Background: an optimization exercise with open tools, aiming at small area and a short achievable clock period. Do not read the settings as production practice.
Where RTL was checked, it was by simulation tests only, not by an equivalence proof against the original.

==> run Y: inputs <==
==> flow/design.v (excerpt) <==
module nn_mac_engine #(
  parameter int unsigned DW      = 8,
  parameter int unsigned N_LANES = 4,
  parameter int unsigned ACC_W   = 24,
  parameter int unsigned LEN_W   = 8,
  parameter int unsigned SH_W    = 5
) (
  input  logic                    clk,
  input  logic                    rst,
  input  logic                    start,
  input  logic [LEN_W-1:0]        len,
  input  logic [SH_W-1:0]         shift,
  input  logic                    relu_en,
  input  logic [N_LANES*DW-1:0]   in_a,
  input  logic [N_LANES*DW-1:0]   in_b,
  input  logic                    in_valid,
  output logic                    in_ready,
  output logic [DW-1:0]           out_data,
  output logic                    out_valid,
  input  logic                    out_ready,
  output logic                    busy,
  output logic                    done
);
  localparam int unsigned SUM_W = 25;
  localparam int unsigned NOV   = SUM_W - 8;
  logic             agg;
  logic             beat;
  logic             last;
  logic [LEN_W-1:0] cnt;
  logic [SH_W-1:0]  sh;
  logic             relu;
  logic             v;
  logic signed [SUM_W-1:0] acc;
  logic [SUM_W-1:0] acc_fb;
  logic [SUM_W-1:0] row_a, row_b;
  assign agg  = busy & ~in_ready & ~out_valid;
  assign beat = in_valid & in_ready;
  assign last = (cnt == LEN_W'(1));
  assign done = out_valid & out_ready;
  ...
==> flow/config.mk <==
export PLATFORM = sky130hd
export DESIGN_NAME = nn_mac_engine
export DESIGN_NICKNAME = nn_mac_engine
export VERILOG_FILES = /design/flow/design.v
export SDC_FILE = /design/flow/constraint.sdc
export NUM_CORES = 4
export LEC_CHECK = 0
export ABC_CLOCK_PERIOD_IN_PS = 4000
export CAP_MARGIN = 20
export CORE_MARGIN = 2
export CORE_UTILIZATION = 40
export PLACE_DENSITY = 0.6
export SETUP_SLACK_MARGIN = 3.5
export SLEW_MARGIN = 20
export SYNTH_HIERARCHICAL = 1
==> flow/constraint.sdc <==
create_clock -name core_clock -period 7.5 [get_ports {clk}]
set_input_delay 1.5000 -clock core_clock [delete_from_list [all_inputs] [get_ports {clk}]]
set_output_delay 1.5000 -clock core_clock [all_outputs]
set_load 0.01 [all_outputs]
standard.sh (not shown) runs the stock make flow with config.mk's settings and CLKGATE_MAP_FILE= SYNTH_SCRIPT=/design/flow/synth_recipe.tcl, a recipe that flattens the netlist after the stock synthesis.
==> flow/flow/run.sh <==
#!/bin/bash
# Layout flow: the standard layout (standard.sh, unchanged synthesis), except that the
# buffers ORFS puts on the ports are the smallest plain buffer, buf_1, instead of the default
# delay-style buffer; the resizer may still size them up where timing needs it.
set -euo pipefail
bash standard.sh BUFFER_PORTS_ARGS="-buffer_cell sky130_fd_sc_hd__buf_1" finish > standard.log 2>&1
==> run B (differences from run Y) <==
--- a/flow/design.v
+++ b/flow/design.v
@@ -1232,13 +1232,14 @@
       q62 <= xc402;
   end
   assign acc_fb = acc;
   assign row_a = {acc_fb[23], acc_fb[22], acc_fb[21], acc_fb[20], acc_fb[19], acc_fb[18], yi513, ys511, ys509, ys505, ys499, yc484, yc474, ys471, yc450, yc440, ys437, yc422, ys419, ys413, yc410, yc408, yc406, yc404, acc_fb[0]};
   assign row_b = {yi519, yi518, yi517, yi516, yi515, yi514, yc512, yc510, yc506, yc500, yc492, ys491, ys483, ys473, ys461, ys449, ys439, ys429, ys421, ys415, ys411, ys409, ys407, ys405, ys403};
+  logic add;
+  assign add = v & busy;
   always_ff @(posedge clk) begin
-    if (!busy)  acc <= '0;
-    else if (v) acc <= row_a + row_b;
+    acc <= add ? (row_a + row_b) : (acc & {SUM_W{busy}});
   end
   logic             sgn;
   logic             ovf_p;         
   logic             ovf_n;         
   logic [NOV-1:0]   thr;           
==> qor summary <==
metric	run Y	run B
Status	timing/DRC/antenna clean	timing/DRC/antenna clean
Synthesized area per cell	10.30 sq um	10.28 sq um
Pre-CTS setup slack	3111 ps	3162 ps
Maximum number of pins on one net before global-route repair	30	29
Number of global-route vias before repair	9,058	9,130
Global Route met3 Usage	2.297%	2.165%
Multi-input gate area	9032 sq um	9075 sq um
Worst setup path endpoint	q41$_DFF_P_	q13$_DFF_P_
Post-synthesis sequential area ratio	19.65%	19.61%
Post-synth net total	1,491	1,495
Data buffer area share	3.878%	4.493%
Largest incremental delay on the critical path	490 ps	570 ps
Fraction of layout cells with a size suffix above 1	8.293%	9.636%
Worst path required time	7740 ps	7720 ps
Total global routing track utilization	20.96%	21.04%
Area taken by flip-flops and latches	2277 sq um	2281 sq um
Worst clock skew	10.42 ps	11.55 ps
Die width	174.2 um	174.4 um
Timing-limited maximum frequency	252.7 MHz	253.6 MHz
Drt via density	5.268	5.240
Function not checked in run B: the RTL went through the layout flow alone.

========
==> run P <==
Another version of the RTL of nn_mac_engine (not shown whole).
export LEC_CHECK = 0
export ABC_CLOCK_PERIOD_IN_PS = 4500
export CAP_MARGIN = 20
export CORE_MARGIN = 2
export CORE_UTILIZATION = 40
export PLACE_DENSITY = 0.6
export SETUP_SLACK_MARGIN = 3.0
export SLEW_MARGIN = 20
export SYNTH_HIERARCHICAL = 1
create_clock -name core_clock -period 7.5 [get_ports {clk}]
Scripts as last shown in full above: flow/flow/run.sh
==> run D: changes against run P <==
--- a/flow/design.v
+++ b/flow/design.v
@@ -982,29 +982,29 @@
   assign acc_fb = acc;
   assign row_a = {acc_fb[23], acc_fb[22], acc_fb[21], acc_fb[20], acc_fb[19], acc_fb[18], yi513, ys511, ys509, ys505, ys499, yc484, yc474, ys471, yc450, yc440, yc430, ys427, yc412, ys409, ys403, yc400, yc398, yc396, acc_fb[0]};
   assign row_b = {yi519, yi518, yi517, yi516, yi515, yi514, yc512, yc510, yc506, yc500, yc492, ys491, ys483, ys473, ys461, ys449, ys439, ys429, ys419, ys411, ys405, ys401, ys399, ys397, ys395};
   always_ff @(posedge clk) begin
     acc <= busy ? (row_a + row_b) : '0;
   end
   logic             sgn;
-  logic             ovf;
-  logic [NOV-1:0]   dif;           
+  logic             ovf_p;         
+  logic             ovf_n;         
   logic [NOV-1:0]   thr;           
   logic [3:0]       sh_hi, sh_md;  
   logic [37:0]      ext;           
   logic [13:0]      sel_hi;        
   logic [7:0]       sel_md;        
   logic [6:0]       low;           
   always_comb begin
     sgn = acc[SUM_W-1];
     for (int k = 0; k < NOV; k++) begin
-      dif[k] = acc[k + 7] ^ sgn;
       thr[k] = (sh <= SH_W'(k));
     end
-    ovf = |(dif & thr);
+    ovf_p = |(acc[SUM_W-2:7] & thr);
+    ovf_n = |(~acc[SUM_W-2:7] & thr);
     for (int m = 0; m < 4; m++) begin
       sh_hi[m] = (sh[4:3] == 2'(m));
       sh_md[m] = (sh[2:1] == 2'(m));
     end
     ext = {{(38 - SUM_W){sgn}}, acc};
     for (int y = 0; y < 14; y++) begin
       sel_hi[y] = (sh_hi[0] & ext[y]) | (sh_hi[1] & ext[y + 8]) |
@@ -1015,15 +1015,15 @@
                   (sh_md[2] & sel_hi[z + 4]) | (sh_md[3] & sel_hi[z + 6]);
     end
     for (int i = 0; i < 7; i++) begin
       low[i] = sh[0] ? sel_md[i + 1] : sel_md[i];
     end
     out_data[7] = sgn & ~relu;
     for (int i = 0; i < 7; i++) begin
-      out_data[i] = ~(relu & sgn) & (ovf ? ~sgn : low[i]);
+      out_data[i] = sgn ? (~relu & ~ovf_n & low[i]) : (ovf_p | low[i]);
     end
   end
 endmodule
 module nn_fa (
   input  logic a,
   input  logic b,
   input  logic ci,
- ABC_CLOCK_PERIOD_IN_PS: 4500 -> 4000
- SETUP_SLACK_MARGIN: 3.0 -> 3.5
==> run K: changes against run P <==
- ABC_CLOCK_PERIOD_IN_PS: 4500 -> 4000
- SETUP_SLACK_MARGIN: 3.0 -> 3.5
==> run summary <==
|  | run D | run K | run P |
|---|---|---|---|
| Outcome | timing/DRC/antenna clean | timing/DRC/antenna clean | timing/DRC/antenna clean |
| Area growth syn-to-layout | 15.1% | 15.0% | 9.48% |
| Portion of the clock cycle consumed by the worst path in the final layout | 52.9% | 54.5% | 57.7% |
| Die area | 31300 um^2 | 31200 um^2 | 31200 um^2 |
| Top cell type's share of synthesized area | 39.8% | 39.9% | 39.9% |
| Share of the final layout cell area in sequential cells | 17.0% | 17.1% | 17.9% |
| Synthesized-area fraction occupied by ao, oa, aoi and oai cells | 8.48% | 7.96% | 7.96% |
| Share of the core filled with cells in the final layout | 46.6% | 46.6% | 44.3% |
| Most frequent standard cell in the layout excluding fill and tap cells | sky130_fd_sc_hd__and2_1 | sky130_fd_sc_hd__and2_1 | sky130_fd_sc_hd__fa_1 |
| Core outline area | 29600 um^2 | 29500 um^2 | 29500 um^2 |
| Synth Cell Area | 12000 um^2 | 11900 um^2 | 11900 um^2 |
| Data required time at the worst endpoint | 7.74 ns | 6.00 ns | 7.75 ns |
| Worst slew pin tran | 0.512 ns | 0.910 ns | 0.970 ns |
| Pre-CTS setup slack | 2.95 ns | 2.91 ns | 2.26 ns |
| Critical Setup Path Class | input port to flop | flop to output port | input port to flop |
| Min cycle time layout | 3.97 ns | 4.09 ns | 4.33 ns |
| Worst reg-to-reg setup slack | 3.60 ns | 3.58 ns | 3.25 ns |
| Clock-cell share of area | 2.12% | 2.37% | 2.43% |
| WL final | 32900 um | 33600 um | 32600 um |
| Kind of end point of the critical path | flop | output port | flop |
No functional check of the RTL was part of any run of this note.

========
==> inputs of 08-16 <==
nn_mac_engine, a different RTL version from the one above (not shown whole).
export LEC_CHECK = 0
export ABC_CLOCK_PERIOD_IN_PS = 4000
export CAP_MARGIN = 20
export CORE_MARGIN = 2
export CORE_UTILIZATION = 40
export PLACE_DENSITY = 0.6
export SETUP_SLACK_MARGIN = 3.5
export SLEW_MARGIN = 20
export SYNTH_HIERARCHICAL = 1
create_clock -name core_clock -period 7.5 [get_ports {clk}]
Scripts as last shown in full above: flow/flow/run.sh
==> 10-26 (differences from 08-16) <==
--- a/flow/design.v
+++ b/flow/design.v
@@ -1237,35 +1237,44 @@
   always_ff @(posedge clk) begin
     if (!busy)  acc <= '0;
     else if (v) acc <= row_a + row_b;
   end
   logic             sgn;
   logic             ovf_p;         
   logic             ovf_n;         
   logic [NOV-1:0]   thr;           
+  logic [3:0]       sh_hi, sh_md;  
   logic [37:0]      ext;           
-  logic [21:0]      s16;           
-  logic [13:0]      s8;            
-  logic [9:0]       s4;            
-  logic [7:0]       s2;            
+  logic [13:0]      sel_hi;        
+  logic [7:0]       sel_md;        
   logic [6:0]       low;           
   always_comb begin
     sgn = acc[SUM_W-1];
     for (int k = 0; k < NOV; k++) begin
       thr[k] = (sh <= SH_W'(k));
     end
     ovf_p = |(acc[SUM_W-2:7] & thr);
     ovf_n = |(~acc[SUM_W-2:7] & thr);
+    for (int m = 0; m < 4; m++) begin
+      sh_hi[m] = (sh[4:3] == 2'(m));
+      sh_md[m] = (sh[2:1] == 2'(m));
+    end
     ext = {{(38 - SUM_W){sgn}}, acc};
-    for (int x = 0; x < 22; x++) s16[x] = sh[4] ? ext[x + 16] : ext[x];
-    for (int x = 0; x < 14; x++) s8[x]  = sh[3] ? s16[x + 8] : s16[x];
-    for (int x = 0; x < 10; x++) s4[x]  = sh[2] ? s8[x + 4]  : s8[x];
-    for (int x = 0; x < 8; x++)  s2[x]  = sh[1] ? s4[x + 2]  : s4[x];
-    for (int x = 0; x < 7; x++)  low[x] = sh[0] ? s2[x + 1]  : s2[x];
+    for (int y = 0; y < 14; y++) begin
+      sel_hi[y] = (sh_hi[0] & ext[y]) | (sh_hi[1] & ext[y + 8]) |
+                  (sh_hi[2] & ext[y + 16]) | (sh_hi[3] & ext[y + 24]);
+    end
+    for (int z = 0; z < 8; z++) begin
+      sel_md[z] = (sh_md[0] & sel_hi[z]) | (sh_md[1] & sel_hi[z + 2]) |
+                  (sh_md[2] & sel_hi[z + 4]) | (sh_md[3] & sel_hi[z + 6]);
+    end
+    for (int i = 0; i < 7; i++) begin
+      low[i] = sh[0] ? sel_md[i + 1] : sel_md[i];
+    end
     out_data[7] = sgn & ~relu;
     for (int i = 0; i < 7; i++) begin
       out_data[i] = sgn ? (~relu & ~ovf_n & low[i]) : (ovf_p | low[i]);
     end
   end
 endmodule
 module nn_fa (
   input  logic a,
SETUP_SLACK_MARGIN = 3.4   (was 3.5)
==> out/qor.csv <==
metric,value,unit
num-multi-input-gates,903,
post_cts_buffers,10,
synth-compound-area-share,0.08918,
ys_types,73,
status,"complete, no violations",
multi_input_area_share,0.6942,
cpMaxStageDelayCell,fa_2,
r2r_slack,3490,ps
finalClockSkew,21.92,ps
grt_pass1_wl,47.60,mm
start_util,0.4087,
yosys-top-cells-count,"247 x nor2_1, 238 x fa_1, 104 x nand2_1, 90 x inv_1, 89 x dfxtp_1",
syn_inst,1125,
synth.avg_cell_area,10.18,µm²
(the above is from 10-26)
==> out/qor.csv <==
metric,value,unit
status,"complete, no violations",
synth-compound-area-share,0.08417,
cpMaxStageDelayCell,fa_1,
num-multi-input-gates,901,
post_cts_buffers,29,
syn_inst,1124,
r2r_slack,3310,ps
grt_pass1_wl,48.69,mm
start_util,0.4061,
yosys-top-cells-count,"248 x nor2_1, 238 x fa_1, 109 x nand2_1, 93 x inv_1, 89 x dfxtp_1",
multi_input_area_share,0.6836,
ys_types,53,
finalClockSkew,11.74,ps
(the above is from 08-16)
For 08-16, only the layout was checked, not whether the RTL still works.

## static timing again, ports no longer ideal
In the flow no input, the clock included, has a driving cell. The finished layouts below were timed again as built, in two steps.
Step 1 assumes that a clkbuf_16 drives the clock port and a buf_2 every other input.
Step 2, shift: input delay + t, output delay - t, t = (earliest + latest rising clock arrival at the registers) / 2. This alone moves slack from input paths to output paths.
Slacks: ideal / step 1 / step 2; pairs: ideal / step 1.
run	shift t [ns]	setup WS [ns]	hold WS [ns]	worst register clock-pin slew, ns
run Y	0.400	3.542 / 3.564 / 3.164	0.553 / 0.553 / 0.553	0.08 / 0.08
run B	0.392	3.557 / 3.575 / 3.183	0.543 / 0.543 / 0.543	0.08 / 0.08
run P	0.403	3.174 / 3.196 / 2.792	0.561 / 0.561 / 0.561	0.08 / 0.08
run D	0.404	3.535 / 3.503 / 3.126	0.563 / 0.563 / 0.563	0.08 / 0.08
run K	0.395	3.413 / 3.367 / 3.147	0.562 / 0.562 / 0.562	0.08 / 0.08
08-16	0.397	3.311 / 3.311 / 3.199	0.548 / 0.548 / 0.548	0.08 / 0.08
10-26	0.402	3.490 / 3.490 / 3.155	0.546 / 0.546 / 0.546	0.09 / 0.09
After both steps every run listed still meets setup and hold. For run D, which loses most, drivers alone change the setup slack by -0.032 ns; drivers and shift together by -0.409 ns.
